Source: an optimization exercise on an open RTL-to-GDS flow (aim: small area, a short achievable clock period and few clock cycles per item). Production flows keep margins and buffers that such runs may drop.
Where RTL was checked, it was by simulation tests only, not by an equivalence proof against the original.

## hmm_viterbi_decoder
module hmm_viterbi_decoder #(
  parameter int DATA_PREC       = 16,
  parameter int HIDDEN_STATES   = 4,
  parameter int OBSERVED_STATES = 4,
  parameter int OBSERVED_LEN    = 16,
  localparam int SW = (HIDDEN_STATES > 1) ? $clog2(HIDDEN_STATES) : 1,
  localparam int OW = (OBSERVED_STATES > 1) ? $clog2(OBSERVED_STATES) : 1
) (
  input  logic                 clk,
  input  logic                 rst,
  input  logic [HIDDEN_STATES*HIDDEN_STATES*DATA_PREC-1:0]   trans,
  input  logic [HIDDEN_STATES*OBSERVED_STATES*DATA_PREC-1:0] emm,
  input  logic [HIDDEN_STATES*DATA_PREC-1:0]                 stationary_distribution,
  input  logic                 in_valid,
  output logic                 in_ready,
  input  logic [OW-1:0]        in_obs,
  output logic                 out_valid,
  input  logic                 out_ready,
  output logic [SW-1:0]        out_state,
  output logic                 out_last,
  output logic [DATA_PREC-1:0] out_prob
);
export LEC_CHECK = 0
export ABC_CLOCK_PERIOD_IN_PS = 5500
export CAP_MARGIN = 20
export CORE_MARGIN = 2
export CORE_UTILIZATION = 40
export SLEW_MARGIN = 20
export SYNTH_HIERARCHICAL = 1
create_clock -name core_clock -period 24.0 [get_ports {clk}]
standard.sh (not shown) runs the stock make flow with config.mk's settings and CLKGATE_MAP_FILE= SYNTH_SCRIPT=/design/flow/synth_recipe.tcl, a recipe that flattens the netlist after the stock synthesis.
==> flow/flow/run.sh <==
#!/bin/bash
# Layout flow: the standard ORFS flow (standard.sh), with
#  - port buffers of the smallest plain buffer instead of the default delay buffer,
#  - repair_timing asked for extra setup slack so that the layout is sized for speed
#    (the clock and constraints are the design's; only the repair target changes).
set -euo pipefail
source flow/params.sh
bash standard.sh \
  "BUFFER_PORTS_ARGS=-buffer_cell sky130_fd_sc_hd__buf_1" \
  "SETUP_SLACK_MARGIN=${MARGIN}" \
  finish > flow_make.log 2>&1
==> flow/flow/params.sh <==
MARGIN=18.0
Testbench counts at the start, summed over its fixed seeds: cycles 28,672, sequences 256.
Edit:
--- a/flow/design.v
+++ b/flow/design.v
@@ -36,19 +36,19 @@
   logic       bpw_q;         
   wire run    = (state_q == S_RUN);
   wire last_f = (t_q == 4'd15);
   wire accept = in_valid & in_ready_q;
   wire out_hs = out_valid_q & out_ready;
   logic [DP-1:0] a_q, b_q, d_q, x1_q, x2_q;
   logic [2:0][DP-1:0] tr_q, p_q;
   logic [3:0][DP-1:0] m_q;
   logic [3:0][1:0]    bpc_q;
-  logic [1:0]    st_q;
+  logic [1:0]    st_q, os_q;    
   logic [14:1][3:0][1:0] bp_q;
   logic [DP-1:0] em_y;
   logic [2:0][DP-1:0] tr_y;
   mul16hi u_em (.a(a_q), .b(b_q), .y(em_y));
   mul16hi u_m0 (.a(d_q), .b(tr_q[0]), .y(tr_y[0]));
   mul16hi u_m1 (.a(x1_q), .b(tr_q[1]), .y(tr_y[1]));
   mul16hi u_m2 (.a(x2_q), .b(tr_q[2]), .y(tr_y[2]));
   wire amax = run & last_f & ~abort_q & (ph_q >= 3'd1) & (ph_q <= 3'd4);   
   logic [3:0] fen_q, ffirst_q;
@@ -87,18 +87,24 @@
     case (ph_q)
       3'd0: jn = 2'd1;
       3'd1: jn = 2'd2;
       3'd2: jn = 2'd3;
       default: jn = 2'd0;
     endcase
     if (!run) jn = 2'd0;
   end
   wire b_byp = (jn == 2'd0) & ~full_q;
+  logic [DP-1:0] b_in;      
+  always_comb begin
+    b_in = '0;
+    for (int o = 0; o < 4; o++)
+      b_in = b_in | ({DP{in_obs == 2'(o)}} & emm[o*DP +: DP]);
+  end
   logic [DP-1:0] a_n;
   always_comb begin
     case (ph_q)
       3'd0: a_n = fold_res[1];
       3'd1: a_n = m_q[2];
       3'd2: a_n = m_q[3];
       default: a_n = fold_res[0];
     endcase
     if (!run) a_n = (t_q == 4'd0) ? stationary_distribution[0 +: DP] : fold_res[0];
@@ -121,38 +127,33 @@
     if (amax) begin
       if (amax_take) st_n = ph_q[1:0] - 2'd1;
     end else if (out_hs) begin
       if (t_q == 4'd15) st_n = bpc_q[st_q];
       else if (t_q != 4'd0) st_n = bp_q[t_q][st_q];
     end
   end
   always_ff @(posedge clk) begin
     a_q <= a_n;
-    b_q <= b_byp ? emm[({2'd0, in_obs})*DP +: DP] : emm[({jn, obs_q})*DP +: DP];
+    st_q <= st_n;
+    b_q <= b_byp ? b_in : emm[({jn, obs_q})*DP +: DP];
     if (run && ph_q <= 3'd3) d_q <= em_y;
     x1_q <= (ph_q <= 3'd1) ? em_y : d_q;
-    if (run) begin
-      case (ph_q)
-        3'd0: x2_q <= em_y;
-        3'd1, 3'd2, 3'd3: x2_q <= d_q;
-        default: ;
-      endcase
-    end
+    x2_q <= (ph_q == 3'd0) ? em_y : (ph_q == 3'd4) ? x1_q : d_q;
     tr_q <= tr_n;
     p_q  <= tr_y;
     for (int k = 0; k < 4; k++) begin
       m_q[k]   <= (k != 0 && state_q == S_WAIT && t_q == 4'd0) ? stationary_distribution[k*DP +: DP] : fold_res[k];
       if (k != 0 || !amax) bpc_q[k] <= fold_bp[k];
     end
     if (bpw_q)
       bp_q[t_q] <= bpc_q;
   end
-  assign out_state = st_q;
+  assign out_state = os_q;
   assign out_prob  = m_q[0];
   assign out_valid = out_valid_q;
   assign out_last  = out_last_q;
   assign in_ready  = in_ready_q;
   state_t     state_d;
   logic [2:0] ph_d;
   logic [3:0] t_d;
   logic       full_d, cont_d, abort_d;
   always_comb begin
@@ -235,47 +236,53 @@
       end
       default: ;
     endcase
     s0d_d = amax_n;
     if (amax_n) begin
       fen_d[0]    = 1'b1;
       ffirst_d[0] = (ph_n == 3'd1);
     end
   end
+  logic ir_base;
+  always_comb begin
+    if (state_q == S_WAIT) ir_base = ~full_q;
+    else if (ph_q == 3'd1 && abort_q) ir_base = ~full_q;
+    else ir_base = ~(full_q & (ph_q != 3'd2)) & ~last_f & ~(ph_q == 3'd5 && t_q == 4'd14);
+  end
   always_ff @(posedge clk or posedge rst) begin
     if (rst) begin
       fen_q       <= '0;
       ffirst_q    <= '0;
       {s0d_q, s1p0_q, s2p1_q, s3p0_q} <= '0;
       bpw_q       <= 1'b0;
       state_q     <= S_WAIT;
       ph_q        <= 3'd0;
       t_q         <= 4'd0;
       full_q      <= 1'b0;
       cont_q      <= 1'b0;
       abort_q     <= 1'b0;
       in_ready_q  <= 1'b0;
-      st_q        <= 2'd0;
+      os_q        <= 2'd0;
       out_valid_q <= 1'b0;
       out_last_q  <= 1'b0;
     end else begin
       fen_q       <= fen_d;
       ffirst_q    <= ffirst_d;
       {s0d_q, s1p0_q, s2p1_q, s3p0_q} <= {s0d_d, s1p0_d, s2p1_d, s3p0_d};
       bpw_q       <= bpw_d;
       state_q     <= state_d;
       ph_q        <= ph_d;
       t_q         <= t_d;
       full_q      <= full_d;
       cont_q      <= cont_d;
       abort_q     <= abort_d;
-      st_q        <= st_n;
-      in_ready_q  <= ~full_d & ~(state_d == S_OUT) & ~(state_d == S_RUN && t_d == 4'd15);
+      os_q        <= st_n;
+      in_ready_q  <= (state_q == S_OUT) ? (out_ready & (t_q == 4'd0)) : (ir_base & ~accept);
       out_valid_q <= (state_d == S_OUT);
       out_last_q  <= (state_d == S_OUT) && (t_d == 4'd0);
     end
   end
   always_ff @(posedge clk) begin
     if (accept) obs_q <= in_obs;
   end
 endmodule
 module mul16hi (input [15:0] a, input [15:0] b, output [15:0] y);
Result: The new run went through all stages and came out clean. Final cell count hardly moves. Synthesized cell count came out higher by 0.59%. Hold slack improved by 0.054 ns. Via count came out higher by about 0.5%.
Testbench counts after the change, summed over its fixed seeds: cycles 28,672, sequences 256.

========
job 103:
Another version of the RTL of hmm_viterbi_decoder (not shown whole).
Size: roughly 4,400 cells after synthesis, ~390 flip-flops.
export LEC_CHECK = 0
export ABC_CLOCK_PERIOD_IN_PS = 5500
export CAP_MARGIN = 20
export CORE_MARGIN = 2
export CORE_UTILIZATION = 40
export SLEW_MARGIN = 20
export SYNTH_HIERARCHICAL = 1
create_clock -name core_clock -period 24.0 [get_ports {clk}]
Scripts as last shown in full above: flow/flow/run.sh, flow/flow/params.sh
Relative to job 103, the following input files were edited for job 101:
diff --git a/flow/design.v b/flow/design.v
--- a/flow/design.v
+++ b/flow/design.v
@@ -110,45 +110,40 @@
       3'd1: tr_n = {tr_at(0, 3), tr_at(1, 1), tr_at(1, 0)};    
       3'd2: tr_n = {tr_at(1, 3), tr_at(1, 2), tr_at(2, 0)};    
       3'd3: tr_n = {tr_at(2, 2), tr_at(2, 1), tr_at(3, 0)};    
       3'd4: tr_n = {tr_at(2, 3), tr_at(3, 2), tr_at(3, 1)};    
       default: tr_n = {tr_at(2, 3), tr_at(3, 2), tr_at(3, 3)};  
     endcase
   end
   wire amax_take = ffirst_q[0] | (f_p[0] > m_q[0]);
-  logic [1:0] st_n;
-  always_comb begin
-    st_n = st_q;
-    if (amax) begin
-      if (amax_take) st_n = ph_q[1:0] - 2'd1;
-    end else if (out_hs) begin
-      if (t_q == 4'd15) st_n = bpc_q[st_q];
-      else if (t_q != 4'd0) st_n = bp_q[t_q][st_q];
-    end
-  end
   always_ff @(posedge clk) begin
     a_q <= a_n;
-    st_q <= st_n;
     b_q <= b_byp ? emm[({2'd0, in_obs})*DP +: DP] : emm[({jn, obs_q})*DP +: DP];
     if (run && ph_q <= 3'd3) d_q <= em_y;
     x1_q <= (ph_q <= 3'd1) ? em_y : d_q;
     if (run) begin
       case (ph_q)
         3'd0: x2_q <= em_y;
         3'd1, 3'd2, 3'd3: x2_q <= d_q;
         default: ;
       endcase
     end
     tr_q <= tr_n;
     p_q  <= tr_y;
     for (int k = 0; k < 4; k++) begin
-      m_q[k]   <= (k != 0 && state_q == S_WAIT && t_q == 4'd0) ? stationary_distribution[k*DP +: DP] : fold_res[k];
+      m_q[k]   <= (state_q == S_WAIT && t_q == 4'd0) ? stationary_distribution[k*DP +: DP] : fold_res[k];
       if (k != 0 || !amax) bpc_q[k] <= fold_bp[k];
     end
+    if (amax) begin
+      if (amax_take) st_q <= ph_q[1:0] - 2'd1;
+    end else if (out_hs) begin
+      if (t_q == 4'd15) st_q <= bpc_q[st_q];
+      else if (t_q != 4'd0) st_q <= bp_q[t_q][st_q];
+    end
     if (bpw_q)
       bp_q[t_q] <= bpc_q;
   end
   assign out_state = st_q;
   assign out_prob  = m_q[0];
   assign out_valid = out_valid_q;
   assign out_last  = out_last_q;
   assign in_ready  = in_ready_q;
@@ -244,17 +239,17 @@
       {s0d_q, s1p0_q, s2p1_q, s3p0_q} <= '0;
       bpw_q       <= 1'b0;
       state_q     <= S_WAIT;
       ph_q        <= 3'd0;
       t_q         <= 4'd0;
       full_q      <= 1'b0;
       cont_q      <= 1'b0;
       abort_q     <= 1'b0;
-      in_ready_q  <= 1'b0;
+      in_ready_q  <= 1'b1;
       out_valid_q <= 1'b0;
       out_last_q  <= 1'b0;
     end else begin
       fen_q       <= fen_d;
       ffirst_q    <= ffirst_d;
       {s0d_q, s1p0_q, s2p1_q, s3p0_q} <= {s0d_d, s1p0_d, s2p1_d, s3p0_d};
       bpw_q       <= (state_d == S_RUN) && (ph_d == 3'd2) && (t_d != 4'd0) && (t_d != 4'd15);
       state_q     <= state_d;
==> comparison <==
- Net total in the final layout across job 101 and job 103: no real change.
- Diff job 103..job 101 | final cell count | negligible
- Proportion of synthesized area in mux cells: job 101 vs job 103 down 1.5 points
- In job 101 relative to job 103, detail-routed net length per standard cell had gone up slightly.
- Job 101 vs job 103: via density per instance up slightly
- Job 101 completed every stage of the flow, and the final layout passed the timing, design-rule and antenna checks.
- Looking at layout overhead on the synthesized area, job 101 sits 0.80 points below job 103.
- Taking job 103 as the reference, in job 101 area of the die has increased, post-placement worst setup slack has decreased, sum of routed wire segments on met1 has remained practically unchanged, amount of wire on met2 after detailed routing has increased.
- Of the two candidates, job 103 has the better synthesized area and job 101 the worse one.
Testbench counts of job 101, summed over its fixed seeds: cycles 28,672, sequences 256.
Only the layout flow was run in job 103; the RTL was not checked for function there.

what the ideal ports hide:
The results above use ideal ports. As a check the final layouts listed here were re-extracted and re-timed, cells and wires unchanged. Step 1, drivers: a clkbuf_16 drives clk and a buf_2 each remaining input, both assumed. Step 2 times the ports against the registers' clock, not the clock port: input delays grow and output delays shrink by t, the midpoint of the rising clock arrivals with the driver on. Three values: ideal ports, drivers, drivers and shift; two values: the first two.
| run | t, ns | setup WS [ns] | clock arrival spread, ns |
|---|---|---|---|
| the first run of note 1 | 0.716 | 17.974 / 17.900 / 17.354 | 0.057 / 0.058 |
| the second run of note 1 | 0.707 | 17.947 / 17.882 / 17.369 | 0.107 / 0.107 |
| job 103 | 0.714 | 17.732 / 17.739 / 17.025 | 0.053 / 0.053 |
| job 101 | 0.689 | 17.801 / 17.738 / 17.387 | 0.060 / 0.060 |
After both steps every run listed still meets setup and hold. For job 103, which loses most, drivers alone change the setup slack by +0.007 ns; drivers and shift together by -0.707 ns.
